This is an optimization exercise on Yosys and OpenROAD, whose aim is small area, not a production implementation.
In this exercise RTL edits were held to simulation tests only and were not proved equivalent to the original.
Power and IR drop assume default switching activity.

## flow/design.v (module list and top-level ports; edited modules follow where they fit)
// module u8cw_decode: 47 lines
// module u8cw_width: 891 lines
// module utf8_codepoint_cell_width_core: 38 lines
module utf8_codepoint_cell_width_core (
   input  logic               clock,
   input  logic               reset,
   input  logic               req_valid,
   output logic               req_ready,
   input  logic [7:0]         req_in_byte,
   output logic               rsp_valid,
   input  logic               rsp_ready,
   output logic [20:0]        rsp_code_point,
   output logic [2:0]         rsp_byte_count,
   output logic [1:0]         rsp_cell_width
);
  // ...
==> flow/flow/run.sh <==
#!/bin/bash
# Own layout flow: the standard synthesis, then an area-only re-map of its
# combinational logic (registers untouched), then the standard layout steps
# with small port buffers and a small clock tree.
# Each tool writes its full output to a log file of its own in this folder.
set -euo pipefail
W=$(pwd)
F=$W/flow
R=$W/orfs/results/$FLOW_PLATFORM/utf8_codepoint_cell_width_core/base

# 1. standard synthesis, unchanged
bash standard.sh synth > $W/log_1_standard_synth.txt 2>&1
cp $R/1_2_yosys.v $W/std_1_2_yosys.v

# 2. re-map the combinational logic for area (registers kept as they are):
#    try a few ABC mapping scripts and keep the smallest netlist
export REMAP_LIB=$FLOW_HOME/platforms/$FLOW_PLATFORM/lib/sky130_fd_sc_hd__tt_025C_1v80.lib
export REMAP_IN=$W/std_1_2_yosys.v
export REMAP_MID=$W/remap_mid.v
export REMAP_DONT_USE=$(sed -n '/^export DONT_USE_CELLS/,/^[^ ]*$/p' \
   $FLOW_HOME/platforms/$FLOW_PLATFORM/config.mk | grep -o 'sky130_fd_sc_hd__[a-z0-9_]*' | tr '\n' ' ')
yosys -c $F/remap1.tcl > $W/log_2_remap1.txt 2>&1
best=""; best_area=""
for s in $F/map_*.abc; do
   n=$(basename $s .abc)
   export REMAP_SCRIPT=$s REMAP_OUT=$W/remap_$n.v REMAP_STAT=$W/remap_$n.stat.txt
   if yosys -c $F/remap2.tcl > $W/log_3_remap2_$n.txt 2>&1; then
      a=$(grep 'Chip area' $REMAP_STAT | awk '{print $NF}')
      echo "$n $a" >> $W/remap_areas.txt
      if [[ -z "$best" ]] || awk "BEGIN{exit !($a < $best_area)}"; then best=$n; best_area=$a; fi
   fi
done
echo "chosen $best $best_area" >> $W/remap_areas.txt
cp $W/remap_$best.v $R/1_2_yosys.v

# 3. the standard layout from the re-mapped netlist; ports get the smallest
#    buffer, and the clock tree uses small buffers and no dummy loads
export BUFFER_PORTS_ARGS="-buffer_cell sky130_fd_sc_hd__buf_1"
export CTS_ARGS="-sink_clustering_enable -repair_clock_nets -dont_use_dummy_load -sink_clustering_size 30 -sink_clustering_max_diameter 500 -root_buf sky130_fd_sc_hd__clkbuf_8 -buf_list sky130_fd_sc_hd__clkbuf_8"
bash standard.sh finish > $W/log_4_standard_layout.txt 2>&1
test -f $W/out/final.def
==> flow/flow/map_a.abc <==
strash
dch
map -a
topo
==> flow/flow/map_b.abc <==
strash
&get -n
&dch
&nf -p -R 1000
&put
topo
==> flow/flow/map_c.abc <==
strash
&get -n
&nf -p -R 1000
&put
topo
==> flow/flow/map_d.abc <==
strash
amap
topo
==> flow/flow/map_e.abc <==
strash
dch
map -a
strash
dch
map -a
topo
==> flow/flow/map_f.abc <==
strash
dch
map -a
strash
dch
map -a
strash
dch
map -a
topo
==> flow/flow/remap1.tcl <==
# Stage 1 of the re-map: read the standard synthesis netlist with every
# sequential cell as a black box and every other cell as its logic function,
# flatten that logic into generic gates and write it out. The registers
# (instances, names and cell types) are left exactly as they are.
yosys -import
read_liberty -ignore_miss_func $::env(REMAP_LIB)
read_verilog $::env(REMAP_IN)
hierarchy -top $::env(FLOW_TOP)
blackbox {sky130_fd_sc_hd__*df*}
flatten
yosys rename -hide w:*.*
opt_clean -purge
write_verilog -noattr $::env(REMAP_MID)
==> flow/flow/remap2.tcl <==
# Stage 2 of the re-map: map the generic logic to cells with an area-only ABC
# script, then finish the netlist as the standard synthesis does (tie cells,
# buffers on pass-through wires, flat names).
yosys -import
read_liberty -lib $::env(REMAP_LIB)
read_verilog $::env(REMAP_MID)
hierarchy -top $::env(FLOW_TOP)
yosys rename -hide w:_*_
techmap
opt_clean -purge
set dont {}
foreach c $::env(REMAP_DONT_USE) { lappend dont -dont_use $c }
abc -liberty $::env(REMAP_LIB) {*}$dont -script $::env(REMAP_SCRIPT)
opt_clean -purge
splitnets
opt_clean -purge
hilomap -singleton -hicell sky130_fd_sc_hd__conb_1 HI -locell sky130_fd_sc_hd__conb_1 LO
insbuf -buf sky130_fd_sc_hd__buf_4 A X
opt_clean -purge
tee -o $::env(REMAP_STAT) stat -liberty $::env(REMAP_LIB)
check -assert -mapped
write_verilog -noattr -nohex -nodec $::env(REMAP_OUT)
==> flow/standard.sh <==
#!/bin/bash
# synth_recipe.tcl (not shown) runs the flow's synth.tcl, then flattens the netlist and writes it again
# the make line also repeats each setting of config.mk as NAME=value (left out here)
make -C /OpenROAD-flow-scripts/flow DESIGN_CONFIG=/design/flow/config.mk WORK_HOME=/design/flow/orfs CLKGATE_MAP_FILE= SYNTH_SCRIPT=/design/flow/synth_recipe.tcl "${@:-finish}"
==> flow/config.mk <==
export PLATFORM = sky130hd
export DESIGN_NAME = utf8_codepoint_cell_width_core
export DESIGN_NICKNAME = utf8_codepoint_cell_width_core
export VERILOG_FILES = /design/flow/design.v
export SDC_FILE = /design/flow/constraint.sdc
export NUM_CORES = 4
export LEC_CHECK = 0
export ABC_AREA = 1
export CAP_MARGIN = 10
export CORE_MARGIN = 2
export CORE_UTILIZATION = 25
export GPL_TIMING_DRIVEN = 0
export PLACE_DENSITY = 0.4
export SLEW_MARGIN = 10
==> flow/constraint.sdc <==
create_clock -name core_clock -period 10.0 [get_ports {clock}]
set_input_delay 2.0000 -clock core_clock [delete_from_list [all_inputs] [get_ports {clock}]]
set_output_delay 2.0000 -clock core_clock [all_outputs]
set_load 0.01 [all_outputs]
==> run summary, run 1 <==
met1 GRT Util 0.3557; Post-Route Setup TNS 0 ps; routed vias 5078; CTS tree yes; Cell Area, Placed roughly 3600 um^2; Mapped Area approximately 3200 um^2; die area 13820 um^2; Cell Pwr Density 123.5 nW/um^2; placed insts approximately 740; fraction of layout cells with a size suffix above 1 0.01590; critical path startpoint u_decode.part_ff[8]; clock sinks 26; post-cts resize count 0; nets 580; Diodes inserted 0; Crit path max-delay family compound AO/OA/AOI/OAI gates; clock power share 0.124; CTS Buffer Depth 2; Cells after Synth approximately 520; # hold bufs at CTS 0; WL met2 about 7800 um; Crit Path Category flop to output port; Reg area 576.8 um^2; status finished clean; slowest cell delay on critical path between 1000 and 1500 ps; total power about 450 uW; Congestion Overflow GR 0; Seq pwr share 0.370
==> inputs of run 2 (changes only) <==
--- a/flow/flow/run.sh
+++ b/flow/flow/run.sh
@@ -38,3 +38,3 @@
 export BUFFER_PORTS_ARGS="-buffer_cell sky130_fd_sc_hd__buf_1"
-export CTS_ARGS="-sink_clustering_enable -repair_clock_nets -dont_use_dummy_load -sink_clustering_size 30 -sink_clustering_max_diameter 500 -root_buf sky130_fd_sc_hd__clkbuf_8 -buf_list sky130_fd_sc_hd__clkbuf_8"
+export CTS_ARGS="-sink_clustering_enable -repair_clock_nets -dont_use_dummy_load -root_buf sky130_fd_sc_hd__clkbuf_8 -buf_list sky130_fd_sc_hd__clkbuf_8"
 bash standard.sh finish > $W/log_4_standard_layout.txt 2>&1
==> run summary, run 2 <==
status finished clean; CTS tree yes; Congestion Overflow GR 0 (unchanged); Filler Cell Count 1454; post-cts resize count 0 (unchanged); Die H 117.6 um; die width ~120 um; postcts setup bufs 0; vias per cell ~7; Layout Skew between 10 and 15 ps; LEAKAGE 1.078 nW; CP arrival between 5000 and 6000 ps; CTS Buffer Depth 2 (unchanged); # hold bufs at CTS 0 (unchanged); io pins 40; layer with the highest usage met2; buffers added on ports 39; combinational fraction of design power 0.506; RD Place Congestion between 1 and 1.5; slowest cell delay on critical path 1170 ps (about the same); Cell Area, Placed 3620 um^2 (unchanged); Routed WL per cell roughly 26 um; first-pass GRT wire length ~29000 um; Slew Viols, Final 0; H-tree depth 1; Slew HR 0.1168; hold crit path type flop to flop; Synth Area per Inst roughly 6 um^2; critical-path cell list clkinv_1 > nor2_1 > a21boi_0 > o22ai_1 > a21oi_1 > a311oi_1 > o21ai_0 > a32oi_1 > o311ai_0 > a221oi_1 > o22ai_1 > nand2_1 > o311ai_0 > a21oi_1 > clkinv_1 > buf_1; Crit Path Category flop to output port; clk latency of the worst-skew pair about 270 ps; dpl hpwl about 12000 um; nets 580 (unchanged); clock sinks 26 (unchanged); All-Layer GR Usage 0.2617; area of the multi-input gates about 2600 um^2; worst vdd ir 0.07669 mV; GR Util met3 0.06977; Net Count, Synth approximately 540; routed vias 5078 (unchanged); switching pwr 242.2 uW; Tcrit/Tclk final 0.7843; initial antenna violation count 0; Crit Path Max Fanout 27; WL final ~19000 um; pin count of the biggest net entering global routing 38; fmax 127.5 MHz; Critical Path RT about 8000 ps; met2 Use GR 0.3765; num rows 41; met1 GRT Util 0.3557 (unchanged); cell at the root of the clock tree clkbuf_8; Post-Route Setup TNS 0 ps (unchanged); RSZ-0062 raised after global routing no; DR pass1 iterations 6; hold_sp u_decode.left_ff[1]; Routed Antenna Nets 0; Final Hold Vio Count 0; clock power share 0.124 (about the same); Cell Pwr Density 123.5 nW/um^2 (unchanged); worst slew pin tran roughly 1300 ps; final setup vio count 0; drt initial violations roughly 850; critical path startpoint u_decode.part_ff[8]; element type at the critical path end output port; post-route cell area 3661 um^2; P_int ~210 uW; Slowest cell on crit path dfxtp_1; die area 13820 um^2 (unchanged); Mapped Area 3224 um^2 (unchanged); Reg area 576.8 um^2 (unchanged); Diodes inserted 0 (unchanged); commonest non-fill, non-tap cells in the layout 93 x nor2_1, 80 x nand2_1, 56 x o21ai_0; synth-to-layout area growth 13.54%; Syn. warnings 2; CP startpoint kind flop; core box area between 10000 and 15000 um^2; maxcap violations 0; fraction of layout cells with a size suffix above 1 0.01590 (unchanged); switching share of power 0.5358; CTS Buf Count 3; Reg-to-Reg Start u_decode.part_ff[8]; DRC viols 0; post-route minimum period 7843 ps; CTS clock-pin slew for the worst setup and hold paths approximately 90 ps; Seq pwr share 0.370 (about the same); commonest non-fill, non-tap cell in the layout nor2_1; number of global-route vias before repair approximately 4700; Cells after Synth 523 (unchanged); Initial Util 0.2555
==> run 2: critical path: cells and delay by family, from the launching register on <==
kind / cells / cell delay (ps)
AOI/OAI and AO/OA: 11 / 2420
and+or+nand+nor: 2 / 930
buffers and inverters: 3 / 1040
DFF: 1 / 1170
==> run 2: per-layer routing <==
metal  up-vias  wire length, um
met1      2343             7248
met5         -                0
li1       2145                -
met2       464             7820
met4         0             1248
met3       126             2511
==> run 2: power by group through the flow <==
stage	logic, mW	clock network [mW]	registers [mW]
2_1_floorplan	0.138	0	0.147
3_3_place_gp	0.220	0	0.168
3_5_place_dp	0.214	0	0.165
4_1_cts	0.215	0.0584	0.163
5_1_grt	0.242	0.0648	0.167
6_report	0.229	0.0563	0.167
==> run 2: path summary, 6_finish.rpt <==
path / endpoint / slack (ps) / cells past startpoint
max: rsp_cell_width[0] / 2160 / 16
min: u_decode.left_ff[1] / 530 / 2
max reg2reg: u_decode.part_ff[8] / 7530 / 2
min reg2reg: u_decode.left_ff[1] / 530 / 2
==> run 2: final cells by class <==
cell class	instances	area share
Multi-Input combinational cell	483	0.7105
Inverter	14	0.01435
Clock buffer	3	0.01128
Timing Repair Buffer	40	0.04751
Sequential cell	26	0.1576
Tap cell	172	0.05878
==> run 2: per-stage QoR <==
stage	util	hold slack (ps)	cells	setup slack [ps]	power (mW)
finish	0.2901	530.8	738	2157	0.4520
global route	0.2901	534.9	738	1947	0.4742
CTS	0.2901	525.7	738	2506	0.4363
detailed placement	0.2868	511.1	735	2828	0.3792
global placement	0.2842	504.3	734	2097	0.3879
floorplan	-	470.3	523	4093	0.2852

-- afterwards: timing with drivers on the ports --
How much do the figures lean on ideal ports? The routed layouts below were timed once more, with nothing changed but the port constraints.
Step 1 sets driving cells, clkbuf_16 on the clock port and buf_2 on the other inputs (assumed; they add their load-dependent delay and slew).
Step 2, shift: input delay + t, output delay - t, t = (earliest + latest rising clock arrival at the registers) / 2. This alone moves slack from input paths to output paths.
Three values: ideal ports, drivers, drivers and shift; two values: the first two.
run	shift t [ns]	slack for setup (ns)	hold WS [ns]	slew at the worst register clock pin (ns)	worst slew at a driven data input, ns
run 1	0.284	2.157 / 2.132 / 2.417	0.531 / 0.531 / 0.531	0.09 / 0.09	0.03
run 2	0.284	2.157 / 2.132 / 2.417	0.531 / 0.531 / 0.531	0.09 / 0.09	0.03
After both steps every run listed still meets setup and hold.
